Context: an optimization exercise on an open-source flow, tuned for small area. The choices shown serve that exercise and are no tape-out recipe.
The RTL was checked by simulation tests, not by an equivalence proof against the original design.
Power is estimated from default activity; no workload was simulated.

[flow/flow/run.sh]
#!/bin/bash
# Standard layout with the port buffers made of the smallest buffer and
# a clock tree of larger sink clusters without dummy loads.
export BUFFER_PORTS_ARGS="-buffer_cell sky130_fd_sc_hd__buf_1"
export CTS_ARGS="-sink_clustering_enable -repair_clock_nets -sink_clustering_size 28 -sink_clustering_max_diameter 80 -dont_use_dummy_load"
bash standard.sh > standard.log 2>&1
[flow/standard.sh]
#!/bin/bash
# synth_recipe.tcl (not shown) runs the flow's synth.tcl, then flattens the netlist and writes it again
# the make line also repeats each setting of config.mk as NAME=value (left out here)
make -C /OpenROAD-flow-scripts/flow DESIGN_CONFIG=/design/flow/config.mk WORK_HOME=/design/flow/orfs CLKGATE_MAP_FILE= SYNTH_SCRIPT=/design/flow/synth_recipe.tcl "${@:-finish}"
[flow/config.mk]
export PLATFORM = sky130hd
export DESIGN_NAME = br_predictor_btb
export DESIGN_NICKNAME = br_predictor_btb
export VERILOG_FILES = /design/flow/design.v
export SDC_FILE = /design/flow/constraint.sdc
export NUM_CORES = 4
export LEC_CHECK = 0
export CAP_MARGIN = 10
export CORE_MARGIN = 2
export CORE_UTILIZATION = 60
export SETUP_SLACK_MARGIN = 0.3
export SLEW_MARGIN = 10
export SYNTH_HIERARCHICAL = 1
[flow/constraint.sdc]
create_clock -name core_clock -period 7.0 [get_ports {CLK}]
set_input_delay 1.4000 -clock core_clock [delete_from_list [all_inputs] [get_ports {CLK}]]
set_output_delay 1.4000 -clock core_clock [all_outputs]
set_load 0.01 [all_outputs]
[flow/design.v]
package bp_pkg;
   typedef enum logic [1:0] {
      STRONG_NT = 2'b00,
      WEAK_NT   = 2'b01,
      WEAK_T    = 2'b10,
      STRONG_T  = 2'b11
   } counter_t;
   localparam logic [31:0] STAT_MAX = 32'hFFFF_FFFF;
   function automatic counter_t sat_next(counter_t c, logic taken);
      counter_t n;
      n = c;
      case (c)
         bp_pkg::STRONG_NT: n = taken ? bp_pkg::WEAK_NT  : bp_pkg::STRONG_NT;
         bp_pkg::WEAK_NT:   n = taken ? bp_pkg::WEAK_T   : bp_pkg::STRONG_NT;
         bp_pkg::WEAK_T:    n = taken ? bp_pkg::STRONG_T : bp_pkg::WEAK_NT;
         bp_pkg::STRONG_T:  n = taken ? bp_pkg::STRONG_T : bp_pkg::WEAK_T;
         default:   n = bp_pkg::STRONG_NT;
      endcase
      sat_next = n;
   endfunction
endpackage
module bp_counter_table (
   input  logic [1:0] ctr,
   input  logic       hit,
   input  logic       taken,
   output logic [1:0] ctr_next
);
   always_comb begin
      if (hit) ctr_next = bp_pkg::sat_next(bp_pkg::counter_t'(ctr), taken);
      else     ctr_next = taken ? bp_pkg::WEAK_T : bp_pkg::WEAK_NT;
   end
endmodule
module bp_store #(
   parameter int W = 32
) (
   input  logic         CLK,
   input  logic         we,
   input  logic         keep,
   input  logic [W-1:0] d,
   output logic [W-1:0] q
);
   always_ff @(posedge CLK) q <= (q & {W{keep}}) | (d & {W{we}});
endmodule
module bp_sel_mux #(
   parameter int W = 32
) (
   input  logic [15:0]        sel,
   input  logic [15:0][W-1:0] d,
   output logic [W-1:0]       y
);
   logic [5:0][W-1:0] g;
   for (genvar k = 0; k < 5; k++) begin : g_grp
      bp_aoi3 #(.W(W)) u_aoi (
         .sel (sel[3*k +: 3]),
         .d   (d[3*k +: 3]),
         .y_n (g[k])
      );
   end
   always_comb begin
      g[5] = ~({W{sel[15]}} & d[15]);
      y    = ~(g[0] & g[1] & g[2] & g[3] & g[4] & g[5]);
   end
endmodule
module bp_aoi3 #(
   parameter int W = 32
) (
   input  logic [2:0]        sel,
   input  logic [2:0][W-1:0] d,
   output logic [W-1:0]      y_n
);
   assign y_n = ~(({W{sel[0]}} & d[0]) | ({W{sel[1]}} & d[1]) | ({W{sel[2]}} & d[2]));
endmodule
module br_predictor_btb
#(
   parameter  int ENTRIES = 16,
   parameter  int HIST_W  = 4,
   localparam int IDX_W   = $clog2(ENTRIES)
) (
   input  logic              CLK,
   input  logic              nRST,
   input  logic [31:0]       lookup_pc,
   output logic              hit,
   output logic              predict,
   output logic [31:0]       pred_target,
   output logic [HIST_W-1:0] pred_hist,
   input  logic              pc_en,
   input  logic              upd_valid,
   input  logic [31:0]       upd_pc,
   input  logic              upd_taken,
   input  logic [31:0]       upd_target,
   input  logic              upd_pred,
   input  logic [HIST_W-1:0] upd_hist,
   output logic [31:0]       br_count,
   output logic [31:0]       mispred_count
);
   localparam int TAG_W = 32 - IDX_W - 2;
   logic [ENTRIES-1:0] valid;
   logic [ENTRIES-1:0][TAG_W-1:0] tags;
   logic [ENTRIES-1:0][31:0]      targets;
   logic [ENTRIES-1:0][1:0]       ctrs;
   logic [IDX_W-1:0]   l_idx, u_idx;
   logic [TAG_W-1:0]   l_tag, u_tag;
   logic [ENTRIES-1:0] l_sel, u_sel;
   logic               upd, upd_hit;
   assign l_idx = lookup_pc[IDX_W+1:2];
   assign l_tag = lookup_pc[31:IDX_W+2];
   assign u_idx = upd_pc[IDX_W+1:2];
   assign u_tag = upd_pc[31:IDX_W+2];
   assign upd   = upd_valid & pc_en;
   always_comb begin
      for (int i = 0; i < ENTRIES; i++) begin
         l_sel[i] = (l_idx == IDX_W'(i));
         u_sel[i] = (u_idx == IDX_W'(i));
      end
   end
   logic             l_valid, l_ctr;
   logic [TAG_W-1:0] l_rtag;
   logic [31:0]      l_rtgt;
   logic [ENTRIES-1:0][TAG_W+1+32:0] l_words;
   logic [ENTRIES-1:0][TAG_W+2:0]    u_words;
   always_comb begin
      for (int i = 0; i < ENTRIES; i++) begin
         l_words[i] = {valid[i], ctrs[i][1], tags[i], targets[i]};
         u_words[i] = {valid[i], ctrs[i], tags[i]};
      end
   end
   bp_sel_mux #(.W(TAG_W + 34)) u_l_mux (
      .sel (l_sel),
      .d   (l_words),
      .y   ({l_valid, l_ctr, l_rtag, l_rtgt})
   );
   assign hit         = l_valid & (l_rtag == l_tag);
   assign predict     = hit & l_ctr;
   assign pred_target = {32{hit}} & l_rtgt;
   assign pred_hist   = '0;
   logic             u_valid;
   logic [1:0]       u_ctr, u_ctr_next;
   logic [TAG_W-1:0] u_rtag;
   bp_sel_mux #(.W(TAG_W + 3)) u_u_mux (
      .sel (u_sel),
      .d   (u_words),
      .y   ({u_valid, u_ctr, u_rtag})
   );
   assign upd_hit = u_valid & (u_rtag == u_tag);
   bp_counter_table u_ctr_step (
      .ctr      (u_ctr),
      .hit      (upd_hit),
      .taken    (upd_taken),
      .ctr_next (u_ctr_next)
   );
   logic wr_tgt;
   assign wr_tgt = ~upd_hit | upd_taken;
   logic [ENTRIES-1:0] we_tag, we_tgt;
   assign we_tag = {ENTRIES{upd}} & u_sel;
   assign we_tgt = {ENTRIES{upd & wr_tgt}} & u_sel;
   for (genvar i = 0; i < ENTRIES; i++) begin : g_entry
      bp_store #(.W(TAG_W)) u_tags (
         .CLK  (CLK),
         .we   (we_tag[i]),
         .keep (~we_tag[i]),
         .d    (u_tag),
         .q    (tags[i])
      );
      bp_store #(.W(2)) u_ctrs (
         .CLK  (CLK),
         .we   (we_tag[i]),
         .keep (~we_tag[i]),
         .d    (u_ctr_next),
         .q    (ctrs[i])
      );
      bp_store #(.W(32)) u_target (
         .CLK  (CLK),
         .we   (we_tgt[i]),
         .keep (~we_tgt[i]),
         .d    (upd_target),
         .q    (targets[i])
      );
   end
   always_ff @(posedge CLK or negedge nRST) begin
      if (!nRST)    valid <= '0;
      else if (upd) valid <= valid | u_sel;
   end
   logic [32:0] br_c, mis_c;
   always_comb begin
      br_c[0]  = upd & ~(&br_count);
      mis_c[0] = upd & (upd_pred ^ upd_taken) & ~(&mispred_count);
      for (int i = 0; i < 32; i++) begin
         br_c[i+1]  = br_c[i]  & br_count[i];
         mis_c[i+1] = mis_c[i] & mispred_count[i];
      end
   end
   always_ff @(posedge CLK or negedge nRST) begin
      if (!nRST) begin
         br_count      <= '0;
         mispred_count <= '0;
      end else begin
         br_count      <= br_count ^ br_c[31:0];
         mispred_count <= mispred_count ^ mis_c[31:0];
      end
   end
endmodule
==> results.toml, run 1 <==
[synth]
syn_inst = 3453
avgSynthCellArea_um2 = 12.14
synth_edf_count = 0
yosys-top-cells-count = "dfxtp_1, a22o_1, a222oi_1"
synthTopCellsByArea = "dfxtp_1, a22o_1, a222oi_1, buf_6, dfrtp_1"
async_reset_ff_frac = 0.07692
yosysUniqueCellTypes = 34
synth_seq_cells = 1040
synthFlopType = "dfxtp_1"
synth.most_common_cell = "dfxtp_1"
netlist.area_leader.share = 0.4584
ys_seq_area_frac = 0.5061
synth_area_um2 = 41930
ys_warn_count = 13
synth_top_area_cell = "dfxtp_1"

[critical_path]
path_max_fanout = 34
arrival_ns = 5.22
regToRegSetupSlack_ns = 0.57
reg2reg_depth = 35
end_kind = "output pin"
critical_path.startpoint_type = "input pin"
critical_path_required_ns = 5.60
timing.rr.start = "br_count[5]"
timing.rr.end = "br_count[31]"
critPathKind = "input pin to output pin"

[power_and_ir_drop]
leakagePower_nw = 16.45
power_mw = 12.94
powerDensity_nw_per_um2 = 296.0
vdd_drop_max_v = 0.0002002

[floorplan]
start_util = 0.6081
core_um2 = 68950
fp.dieW_um = 268.3
dieArea_um2 = 72010
die_h_um = 268.3
io_pins = 208
rows = 96

[layout]
nNetsFinal = 3680
drive_above_1_share = 0.1427
fin_util = 0.6339
nFillCells = 5485
synthToLayoutAreaGrowth_pct = 4.238
finish.instance_area_um2 = 43700

[timing]
layout_min_cycle_time_ns = 6.616
slew_viol_final = 0
timing_hold_violations_final = 0
relSlewSlack = 0.2036
layout_worst_path_cycle_share = 0.9451
tightest_slew_ns = 1.193
setup_violations = 0
max_freq_mhz = 151.2
finClkSkew_ns = 0.08593
timing.final.ws_setup_ns = 0.3843
holdWs_ns = 0.4910
rsz0062_at_grt = "yes"

[clocking]
cts-root-buf = "clkbuf_16"
cts_buffers = 47
worstSkewPairLatency_ns = 0.67
ctsHtreeMaxLevel = 2
clock_tree.buffer_depth = 3
hold_buffers = 0
cts_sinks = 1040
cts_tree = "built"
clkSlewWorstSetupHoldPaths_ns = 0.10

[routing]
highest_layer = "met5"
wl_met3_um = 21150
wl_per_cell_um = 34.57
vias = 35100
routed_via_density = 7.893
drt.antenna.violating_nets = 0
drc = 0
wl_met1_um = 57270
drtIter0Drc = 7085
first_pass_iters = 11
routed-wl-met2_um = 66360
wl_um = 153700

[global_routing]
antenna_found_initial = 6
grt_overflow = 0
grt_pass1_vias = 34020
track_usage = 0.4122
grt_pass1_wl_um = 222800
grt_start_max_net_pins = 81

[placed_design]
placed_area_um2 = 42430
port_buffers = 195
place_ws_ns = -0.1417
gp_congestion = 0.9446
dp_hpwl_um = 91400

[min_path]
hold_class = "register to register"
min_path_cells = 1
min_from = "g_entry[11].u_target.q[7]"
holdPathEnd = "g_entry[11].u_target.q[7]"

[flow_run]
drv_cap = 0

[status]
outcome = "no timing/DRC/antenna violations"
through the flow:
step                std cells  setup TNS (ns)
global placement         4389         -0.1422
global route             4444               0
CTS                      4436               0
finish                   4447               0
floorplan                3456               0
detailed placement       4389         -0.3272
worst max-delay path, stage by stage:
cell,delay [ns]
buf_1,0.32
nand2_1,0.34
nor2_4,0.59
buf_4,0.40
a222oi_1,0.15
nand4_1,0.25
xnor2_1,0.15
nand4_1,0.10
or4_2,0.65
buf_4,0.29
nor3_1,0.29
buf_1,0.18
logic make-up (layout without fill, tap and decap cells):
family | Yosys count | after routing | synth area share
xor gates and xnor gates | 55 | 55 | 0.01149
AOI/OAI and AO/OA | 1445 | 1445 | 0.3151
and+or+nand+nor | 427 | 427 | 0.05545
DFF | 1040 | 1040 | 0.5061
adders and majority gates | 62 | 62 | 0.01850
buffers and inverters | 423 | 477 | 0.09317
other | 1 | 10 | 0.00008944
flip-flops by register name (all words and copies together), names as in the netlist:
register and flops:
valid 16, br_count 32, mispred_count 32, g_entry.u_target.q 512, g_entry.u_ctrs.q 32, g_entry.u_tags.q 416
Yosys stat by module, one instance, submodules excluded, excerpt:
module,cells,area [um2]
br_predictor_btb,461,4617
bp_counter_table,8,45.04
final cells by class:
cell class | count | area [um2] | share of cell area
flip-flops and latches | 1040 | 21220 | 0.4856
multi-input cells | 1993 | 17640 | 0.4036
repair buffers | 379 | 2296 | 0.05254
clock buffers | 47 | 1176 | 0.02691
well taps | 931 | 1165 | 0.02665
inverters | 51 | 191.4 | 0.004380
diodes | 6 | 15.01 | 0.0003436
worst max path at each step:
stage	start	endpoint	slack, ns	cells after the start
2_1_floorplan	upd_taken	mispred_count[31]	0.29	34
3_3_place_gp	upd_taken	mispred_count[31]	-0.12	35
3_5_place_dp	upd_taken	mispred_count[31]	-0.14	35
4_1_cts	br_count[22]	br_count[31]	0.38	35
5_1_grt	br_count[27]	br_count[31]	0.28	35
6_report	lookup_pc[5]	pred_target[26]	0.38	12
routing by layer:
layer	up-vias	global-route usage
li1	14350	-
met1	17410	0.5444
met2	2773	0.6208
met3	569	0.1110
met4	4	0.2122
met5	-	0
cell usage in the layout, fill, tap and decap left out, types with 6 or more instances in the layout:
| cell | count |
|---|---|
| xor2_1 | 13 |
| nor2_2 | 12 |
| xnor2_1 | 40 |
| diode_2 | 6 |
| a22o_1 | 848 |
| inv_1 | 51 |
| buf_12 | 14 |
| a21oi_4 | 16 |
| nand4_1 | 115 |
| nor3_1 | 30 |
| nand2b_1 | 17 |
| a222oi_1 | 445 |
| and3_1 | 89 |
| buf_1 | 191 |
| ha_2 | 54 |
| dfxtp_1 | 960 |
| dfrtp_1 | 80 |
| o21ai_4 | 16 |
| a22o_2 | 112 |
| buf_4 | 170 |
| clkbuf_16 | 47 |
| nor3_2 | 15 |
| nand2_1 | 105 |
| nor2_4 | 9 |
where the power goes:
group,leakage (nW),internal (mW),switching (mW)
clock,0.579,1.21,1.85
combinational,6.82,1.20,0.861
sequential,9.05,7.06,0.757
total,16.5,9.47,3.47
what timing repair did:
action                                  CTS  global route
endpoints found under the setup margin    0            37
resized for setup                         0            11
buffers inserted                          0             5
==> inputs of run 2 (changes only) <==
--- a/flow/config.mk
+++ b/flow/config.mk
@@ -10,3 +10,3 @@
 export CORE_UTILIZATION = 60
-export SETUP_SLACK_MARGIN = 0.3
+export SETUP_SLACK_MARGIN = 0.1
 export SLEW_MARGIN = 10
==> run 2 against run 1 <==
Compared with the run above:
- critical endpoint is now pred_target[22]
- largest power group unchanged
- highest routed layer unchanged
- wire length up 0.87%
- sequential share of layout area rose by 0.14 points
- synthesized cell count unchanged
- largest cell class unchanged
- die area stayed put
- synthesized area unchanged
- sequential power is essentially flat
- sequential cell count is the same
- fmax fell by 3.4%
==> results.toml, run 2 <==
[placed_design]
port_buffers = 195
placed_area_um2 = 42340
dp_hpwl_um = 88000
place_ws_ns = -0.3928
dp.cells = 4377
gp_congestion = 0.8970

[timing]
max_freq_mhz = 146.1
holdWs_ns = 0.4841
setup_violations = 0
finClkSkew_ns = 0.05829
layout_min_cycle_time_ns = 6.847
finalSetupTns_ns = 0
relSlewSlack = 0.09448
rsz0062_at_grt = "no"
timing_hold_violations_final = 0
timing.final.ws_setup_ns = 0.1535
tightest_slew_ns = 1.353
slew_viol_final = 0
layout_worst_path_cycle_share = 0.9781

[layout]
final_common_cell = "dfxtp_1"
largest_reg_flops = 512
nNetsFinal = 3666
final_cell_mix = "dfxtp_1, a22o_1, a222oi_1, buf_1, buf_4"
finish.instance_area_um2 = 43580
final_cells = 4433
top_register = "g_entry.u_target.q"
synthToLayoutAreaGrowth_pct = 3.939
fin_util = 0.6320
drive_above_1_share = 0.1342
biggestRegsByFlops = "g_entry.u_target.q (512), g_entry.u_tags.q (416)"

[clocking]
ctsHtreeMaxLevel = 2
cts-root-buf = "clkbuf_16"
cts_buffers = 46
clock_tree.buffer_depth = 3
clkSlewWorstSetupHoldPaths_ns = 0.07
worstSkewPairLatency_ns = 0.65
cts_sinks = 1040
cts_tree = "built"

[synth]
synth_xor_area_frac = 0.01149
yosysUniqueCellTypes = 34
yosys-top-cells-count = "dfxtp_1, a22o_1, a222oi_1"
synth_top_family_by_area = "compound AO/OA/AOI/OAI gates"
ys_warn_count = 13
async_reset_ff_frac = 0.07692
synth_mux_area_frac = 0
synth_top_area_cell = "dfxtp_1"
netlist.area_leader.share = 0.4584
synth_edf_count = 0
synth_area_um2 = 41930
synth_fa_ha_area_frac = 0.01850
synth-simple-area-share = 0.05545
synthTopCellsByArea = "dfxtp_1, a22o_1, a222oi_1, buf_6, dfrtp_1"
synth_seq_cells = 1040
synth.most_common_cell = "dfxtp_1"
synthFlopType = "dfxtp_1"
avgSynthCellArea_um2 = 12.14
ys_seq_area_frac = 0.5061
synth_compound_area_frac = 0.3151
syn_inst = 3453

[min_path]
min_path_cells = 1
hold_class = "register to register"
min_from = "g_entry[15].u_target.q[29]"
holdPathEnd = "g_entry[15].u_target.q[29]"

[critical_path]
critPathKind = "input pin to output pin"
cp_cell_sequence = "buf_1, nand2_1, nor2_4, a222oi_1, nand4_1, xnor2_1, nand4_1, or4_2, buf_12, nor3_1, buf_1"
critical_path.startpoint_type = "input pin"
reg2reg_depth = 35
crit_slowest_cell = "nor2_4"
arrival_ns = 5.45
path_max_fanout = 34
slowest_delay_ns = 0.93
critical_path_required_ns = 5.60
end_kind = "output pin"
regToRegSetupSlack_ns = 0.38
timing.rr.end = "br_count[31]"
timing.rr.start = "br_count[11]"
cp_top_family = "simple AND/OR/NAND/NOR gates"
critPathBufInv = 3

[floorplan]
die_h_um = 268.3
dieArea_um2 = 72010
fp.dieW_um = 268.3
rows = 96
io_pins = 208
core_um2 = 68950
start_util = 0.6081

[routing]
routed_via_density = 7.947
first_pass_iters = 14
drt.antenna.violating_nets = 0
wl_um = 155100
drtIter0Drc = 6847
drc = 0
vias = 35230
wl_per_cell_um = 34.98

[global_routing]
track_usage = 0.4188
grt_pass1_vias = 34430
grt_start_max_net_pins = 81
antenna_found_initial = 7
grt_pass1_wl_um = 225400
grt_overflow = 0

[flow_run]
drv_cap = 0

[power_and_ir_drop]
leakagePower_nw = 16.44
combPwrFrac = 0.159
power.share.switching = 0.2676
vdd_drop_max_v = 0.0002409
switchingPower_mw = 3.449
intPower_mw = 9.441
p_clk_frac = 0.235
power_mw = 12.89
powerDensity_nw_per_um2 = 295.8
p_seq_frac = 0.606

[status]
outcome = "no timing/DRC/antenna violations"
run 2: power groups by stage:
stage / Combinational, mW / Clock [mW] / Sequential [mW]
finish: 2.04 / 3.03 / 7.81
CTS: 2.01 / 3.04 / 7.78
global placement: 1.93 / 0 / 7.82
global route: 2.17 / 3.24 / 7.93
floorplan: 1.51 / 0 / 7.72
detailed placement: 2.00 / 0 / 7.90
run 2: worst max-delay path by stage:
| stage | start | endpoint | slack [ns] | cells past startpoint |
|---|---|---|---|---|
| final | lookup_pc[5] | pred_target[22] | 0.15 | 11 |
| after global routing | upd_pred | mispred_count[31] | 0.09 | 35 |
| after CTS | upd_taken | mispred_count[31] | 0.25 | 35 |
| after detailed placement | upd_taken | mispred_count[31] | -0.39 | 35 |
| after global placement | upd_taken | mispred_count[31] | -0.29 | 35 |
| after floorplan | upd_taken | mispred_count[31] | 0.10 | 34 |
run 2: logic make-up (layout without fill, tap and decap cells):
logic type | count (synthesis) | after routing
DFF | 1040 | 1040
and+or+nand+nor | 427 | 427
adders and majority gates | 62 | 62
other | 1 | 10
buffers and inverters | 423 | 463
xor gates and xnor gates | 55 | 55
AOI/OAI and AO/OA | 1445 | 1445
run 2: what timing repair did:
item                                    in CTS  in global routing
endpoints found under the setup margin       0                  4
endpoints found under the hold margin        0                  0
hold buffers                                 0                  0
buffers inserted                             0                  4
resized for setup                            0                 11
run 2: area by class of cell:
| class | count | area (um2) |
|---|---|---|
| timing repair buffer | 366 | 2283 |
| fill | 5561 | 25370 |
| antenna | 6 | 15.01 |
| sequential | 1040 | 21220 |
| inverter | 51 | 191.4 |
| clock buffer | 46 | 1151 |
| tap | 931 | 1165 |
| multi-input combinational | 1993 | 17550 |
run 2: metal layers:
| layer | part of all wire | global-route usage | wire [um] | vias to the layer above |
|---|---|---|---|---|
| met5 | 0.00020 | 0 | 31 | - |
| met4 | 0.066 | 0.2488 | 10200 | 4 |
| met3 | 0.13 | 0.1013 | 20410 | 691 |
| met2 | 0.44 | 0.6535 | 68510 | 2854 |
| met1 | 0.36 | 0.5282 | 55930 | 17370 |
| li1 | - | - | - | 14310 |
run 2: per-module statistics from Yosys (local to each module, per instance), excerpt:
module            cell area, um2  cells
br_predictor_btb            4617    461
bp_counter_table           45.04      8
==> inputs of run 3 (changes only) <==
--- a/flow/config.mk
+++ b/flow/config.mk
@@ -9,3 +9,3 @@
 export CORE_MARGIN = 2
-export CORE_UTILIZATION = 60
+export CORE_UTILIZATION = 65
 export SETUP_SLACK_MARGIN = 0.1
==> run 3 against run 2 <==
Compared with the run above:
- first-iteration DRC count is 11% higher
- synthesized area stayed put
- global-route usage is 1.9 points higher
- sequential power hardly changed
- combinational power hardly changed
- critical path type unchanged
- critical endpoint is now pred_target[6]
- highest routed layer unchanged
==> results.toml, run 3 <==
[placed_design]
port_buffers = 195
dp_hpwl_um = 88390
place_ws_ns = -0.3727
gp_congestion = 0.9349

[power_and_ir_drop]
intPower_mw = 9.389
combPwrFrac = 0.159
p_seq_frac = 0.610
power_mw = 12.82
powerDensity_nw_per_um2 = 295.7
leakagePower_nw = 16.40
switchingPower_mw = 3.430
vdd_drop_max_v = 0.0002522
p_clk_frac = 0.231
power.share.switching = 0.2676

[synth]
yosysUniqueCellTypes = 34
syn_inst = 3453
avgSynthCellArea_um2 = 12.14
synth_edf_count = 0
synth_compound_area_frac = 0.3151
synth_xor_area_frac = 0.01149
yosys-top-cells-count = "dfxtp_1, a22o_1, a222oi_1"
synth_mux_area_frac = 0
synthFlopType = "dfxtp_1"
synth_top_family_by_area = "compound AO/OA/AOI/OAI gates"
synthTopCellsByArea = "dfxtp_1, a22o_1, a222oi_1, buf_6, dfrtp_1"
async_reset_ff_frac = 0.07692
ys_seq_area_frac = 0.5061
ys_warn_count = 13
synth.most_common_cell = "dfxtp_1"
synth_area_um2 = 41930
synth_seq_cells = 1040
synth-simple-area-share = 0.05545
netlist.area_leader.share = 0.4584
synth_top_area_cell = "dfxtp_1"
synth_fa_ha_area_frac = 0.01850

[timing]
relSlewSlack = 0.1284
setup_violations = 0
finClkSkew_ns = 0.03666
max_freq_mhz = 148.6
holdWs_ns = 0.4928
layout_worst_path_cycle_share = 0.9613
tightest_slew_ns = 1.306
layout_min_cycle_time_ns = 6.729
slew_viol_final = 0
rsz0062_at_grt = "yes"
finalSetupTns_ns = 0
timing_hold_violations_final = 0
timing.final.ws_setup_ns = 0.2707

[global_routing]
grt_start_max_net_pins = 81
track_usage = 0.4382
grt_overflow = 0
grt_pass1_vias = 34520
antenna_found_initial = 13
grt_pass1_wl_um = 221800

[routing]
drt.antenna.violating_nets = 0
routed_via_density = 8.062
wl_um = 151400
first_pass_iters = 17
drtIter0Drc = 7587
wl_per_cell_um = 34.67
drc = 0
vias = 35210

[critical_path]
regToRegSetupSlack_ns = 0.39
timing.rr.end = "mispred_count[31]"
critPathKind = "input pin to output pin"
end_kind = "output pin"
critical_path_required_ns = 5.60
reg2reg_depth = 35
path_max_fanout = 34
arrival_ns = 5.33
timing.rr.start = "mispred_count[17]"
critical_path.startpoint_type = "input pin"

[layout]
largest_reg_flops = 512
biggestRegsByFlops = "g_entry.u_target.q (512), g_entry.u_tags.q (416)"
drive_above_1_share = 0.1328
final_common_cell = "dfxtp_1"
top_register = "g_entry.u_target.q"
synthToLayoutAreaGrowth_pct = 3.402
nNetsFinal = 3671
final_cell_mix = "dfxtp_1, a22o_1, a222oi_1, buf_1, buf_4"

[clocking]
clock_tree.buffer_depth = 3
cts_buffers = 44
hold_buffers = 0
cts_tree = "built"
clkSlewWorstSetupHoldPaths_ns = 0.09
ctsHtreeMaxLevel = 2
cts-root-buf = "clkbuf_16"
worstSkewPairLatency_ns = 0.64
cts_sinks = 1040

[floorplan]
start_util = 0.6539
die_h_um = 258.0
dieArea_um2 = 66550
io_pins = 208
core_um2 = 64120
fp.dieW_um = 258.0
rows = 93

[status]
outcome = "no timing/DRC/antenna violations"

[min_path]
min_path_cells = 1
min_from = "g_entry[13].u_target.q[12]"
holdPathEnd = "g_entry[13].u_target.q[12]"
hold_class = "register to register"

[flow_run]
drv_cap = 0
run 3: worst max path at each step:
stage | start | to | slack, ns
detailed placement | upd_taken | mispred_count[31] | -0.37
global route | br_count[11] | br_count[31] | 0.08
global placement | upd_taken | mispred_count[31] | -0.30
floorplan | upd_taken | mispred_count[31] | 0.10
CTS | mispred_count[17] | mispred_count[31] | 0.24
finish | lookup_pc[2] | pred_target[6] | 0.27
run 3: per-module statistics from Yosys, one instance, submodules excluded, excerpt:
module	flip-flops and latches	cells
br_predictor_btb	80	461
bp_counter_table	0	8
run 3: layout make-up:
type	count	area, um2
clock buffers	44	1101
fillers	4722	20760
flip-flops and latches	1040	21220
well taps	855	1070
repair buffers	373	2222
diodes	11	27.53
inverters	51	191.4
multi-input cells	1993	17520
run 3: repair_timing:
item | in CTS | in global routing
endpoints found under the hold margin | 0 | 0
setup buffers | 0 | 3
setup endpoints to repair | 0 | 7
gates resized for setup | 0 | 10
run 3: power groups by stage:
stage | sequential [mW] | clock [mW] | combinational (mW)
floorplan | 7.72 | 0 | 1.51
global placement | 7.82 | 0 | 1.91
detailed placement | 7.91 | 0 | 1.99
CTS | 7.78 | 2.96 | 2.00
global route | 7.93 | 3.17 | 2.16
finish | 7.82 | 2.96 | 2.04
run 3: logic make-up after synthesis:
logic type | count (synthesis)
compound gates | 1445
flops | 1040
simple gates | 427
buf+inv | 423
fa+ha+maj | 62
xor+xnor | 55
other cells | 1
run 3: per-layer routing:
layer | global-route usage | share of wire | routed length [um] | vias to the layer above
li1 | - | - | - | 14330
met1 | 0.5587 | 0.35 | 53720 | 17100
met2 | 0.6622 | 0.43 | 65330 | 3064
met3 | 0.1143 | 0.14 | 21800 | 715
met4 | 0.2807 | 0.070 | 10550 | 4
met5 | 0.001425 | 0.00017 | 25 | -
run 3: stage by stage:
step | util | std cells | area, um2
final | 0.6762 | 4367 | 43350
after global routing | 0.6760 | 4364 | 43340
after CTS | 0.6749 | 4353 | 43270
after detailed placement | 0.6577 | 4309 | 42170
after global placement | 0.6577 | 4309 | 42170
after floorplan | - | 3456 | 42030
run 3: worst max-delay path, cell delays in order:
cell and delay (ns):
buf_1 0.32, nand2b_1 0.32, nor3_2 0.42, buf_4 0.38
a222oi_1 0.15, and3_1 0.19, nand4_1 0.22, xnor2_1 0.16
nand4_1 0.20, or4_2 0.70, buf_4 0.35, nor3_1 0.30
buf_1 0.19

==> afterwards: timing with drivers on the ports <==
No port has a modelled driver above. Below, the same layouts with a new extraction and two added sets of constraints.
Step 1 assumes that a clkbuf_16 drives the clock port and a buf_2 every other input.
Step 2 moves the port delays by t, midway between the first and last clock arrival at a register: inputs arrive t later, outputs are due t later. That takes back most of the time a late clock gives input paths.
a / b / c = no drivers / after step 1 / after step 2; a / b = the first two.
run | t (ns) | setup slack, ns | hold WS [ns] | worst setup path after step 2 | worst register clock-pin slew, ns
run 1 | 0.695 | 0.384 / 0.297 / -0.103 | 0.491 / 0.491 / 0.491 | input to register | 0.12 / 0.12
run 2 | 0.696 | 0.153 / 0.127 / -0.271 | 0.484 / 0.484 / 0.484 | input to register | 0.11 / 0.11
run 3 | 0.698 | 0.271 / 0.140 / -0.337 | 0.493 / 0.493 / 0.493 | input to register | 0.11 / 0.11
Met with ideal ports but missed after step 2: setup timing in every run listed. For run 3, which loses most, drivers alone change the setup slack by -0.131 ns; drivers and shift together by -0.608 ns.
